What follows belongs to an exercise in optimizing a design on an open flow for small area, a short achievable clock period and few clock cycles per item; a production flow would make more cautious choices.

==> run a: inputs <==
## dadda_mul
module dadda_mul
(
    input  logic        clk,
    input  logic        rst_n,
    input  logic        in_valid,
    input  logic        mode,
    input  logic [15:0] a,
    input  logic [15:0] b,
    output logic        out_valid,
    output logic [15:0] hi,
    output logic [15:0] lo
);
    logic [4:0] vld;
    logic [31:0] prod;
    logic mode_q1;
    logic a_15_q1;
    logic ax1;
    logic bx2;
    logic one3;
    logic two4;
    logic one3_q1;
    logic a_0_q1;
    logic b_1_q1;
    logic pp5;
    logic a_1_q1;
    logic two4_q1;
    logic pp6;
    logic a_2_q1;
    logic pp7;
    logic a_3_q1;
    logic pp8;
    logic a_4_q1;
    logic pp9;
    logic a_5_q1;
    logic pp10;
    logic a_6_q1;
    logic pp11;
    logic a_7_q1;
    logic pp12;
    logic a_8_q1;
    logic pp13;
    logic a_9_q1;
    logic pp14;
    logic a_10_q1;
    logic pp15;
    logic a_11_q1;
    logic pp16;
    logic a_12_q1;
    logic pp17;
    logic a_13_q1;
    logic pp18;
    logic a_14_q1;
    logic pp19;
    logic pp20;
    logic pp21;
    logic pp22;
    logic ppn23;
    logic one24;
    logic two25;
    logic one24_q1;
    logic b_3_q1;
    logic pp26;
    logic two25_q1;
    logic pp27;
    logic pp28;
    logic pp29;
    logic pp30;
    logic pp31;
    logic pp32;
    logic pp33;
    logic pp34;
    logic pp35;
    logic pp36;
    logic pp37;
    logic pp38;
    logic pp39;
    logic pp40;
    logic pp41;
    logic pp42;
    logic pp43;
    logic one44;
    logic two45;
    logic one44_q1;
    logic b_5_q1;
    logic pp46;
    logic two45_q1;
    logic pp47;
    logic pp48;
    logic pp49;
    logic pp50;
    logic pp51;
    logic pp52;
    logic pp53;
    logic pp54;
    logic pp55;
    logic pp56;
    logic pp57;
    logic pp58;
    logic pp59;
    logic pp60;
    logic pp61;
    logic pp62;
    logic pp63;
    logic one64;
    logic two65;
    logic one64_q1;
    logic b_7_q1;
    logic pp66;
    logic two65_q1;
    logic pp67;
    logic pp68;
    logic pp69;
    logic pp70;
    logic pp71;
    logic pp72;
    logic pp73;
    logic pp74;
    logic pp75;
    logic pp76;
    logic pp77;
    logic pp78;
    logic pp79;
    logic pp80;
    logic pp81;
    logic pp82;
    logic pp83;
    logic one84;
    logic two85;
    logic one84_q1;
    logic b_9_q1;
  ...
==> flow/config.mk <==
export PLATFORM = sky130hd
export DESIGN_NAME = dadda_mul
export DESIGN_NICKNAME = dadda_mul
export VERILOG_FILES = /design/flow/design.v
export SDC_FILE = /design/flow/constraint.sdc
export NUM_CORES = 4
export LEC_CHECK = 0
export ABC_AREA = 1
export CAP_MARGIN = 20
export CORE_MARGIN = 2
export CORE_UTILIZATION = 40
export SETUP_SLACK_MARGIN = 2.35
export SLEW_MARGIN = 20
export SYNTH_HIERARCHICAL = 1
export SYNTH_MINIMUM_KEEP_SIZE = 0
==> flow/constraint.sdc <==
create_clock -name core_clock -period 4.0 [get_ports {clk}]
set_input_delay 0.8000 -clock core_clock [delete_from_list [all_inputs] [get_ports {clk}]]
set_output_delay 0.8000 -clock core_clock [all_outputs]
set_load 0.01 [all_outputs]
run.sh (not shown) runs the stock make flow with config.mk's settings and CLKGATE_MAP_FILE= SYNTH_SCRIPT=/design/flow/synth_recipe.tcl, a recipe that flattens the netlist after the stock synthesis.
==> run b (differences from run a) <==
Settings changed: SETUP_SLACK_MARGIN 2.35 to 2.2.
==> run c (differences from run a) <==
Settings changed: CTS_CLUSTER_DIAMETER set to 150, CTS_CLUSTER_SIZE set to 30, SETUP_SLACK_MARGIN 2.35 to 2.2.
==> reports/results.ini <==
[run_status]
run_status = complete, no violations

[finish]
postLayoutCoreUtil = 0.488
clockBufferCount = 51
multi_input_area_share = 0.372
nets = 1530

[grt]
use_met3 = 0.0289

[placed_design]
place.gp.congestion = 0.838

[sta]
fin_skew_ns = 0.0232
fmax_mhz = 554

[worst_setup_path]
slowest_delay_ns = 0.35

[detailed_routing]
dr.first_iter.drc_count = 568

That was run b.
==> reports/results.ini <==
[placed_design]
place.gp.congestion = 0.847

[logic_synthesis]
synth_edf_count = 0

[finish]
multi_input_area_share = 0.379
clockBufferCount = 57
postLayoutCoreUtil = 0.517

[sta]
fin_skew_ns = 0.0262
fmax_mhz = 556

[run_status]
run_status = complete, no violations

[worst_setup_path]
slowest_delay_ns = 0.35

That was run a.
==> reports/results.ini <==
[run_status]
run_status = complete, no violations

[detailed_routing]
dr.first_iter.drc_count = 489

[placed_design]
place.gp.congestion = 0.838

[worst_setup_path]
slowest_delay_ns = 0.37

[finish]
postLayoutCoreUtil = 0.464
clockBufferCount = 18

[sta]
fmax_mhz = 554

That was run c.
No run of this note included a check of the RTL's function; only the layout flow was run.

-- re-timing with driven ports --
The results above use ideal ports. As a check the final layouts listed here were re-extracted and re-timed, cells and wires unchanged.
Step 1 assumes that a clkbuf_16 drives the clock port and a buf_2 every other input.
Step 2, shift: input delay + t, output delay - t, t = (earliest + latest rising clock arrival at the registers) / 2. This alone moves slack from input paths to output paths.
Three values: ideal, step 1, step 2; two values: the first two.
run | t (ns) | setup slack, ns | pins driven straight from the clock port
run a | 0.572 | 2.203 / 2.150 / 2.154 | 1
run b | 0.568 | 2.195 / 2.147 / 2.136 | 1
run c | 0.542 | 2.196 / 2.149 / 2.171 | 1
After both steps every run listed still meets setup and hold. The setup slack of run b, which loses most, moves by -0.048 ns with the drivers and by -0.059 ns with both steps.
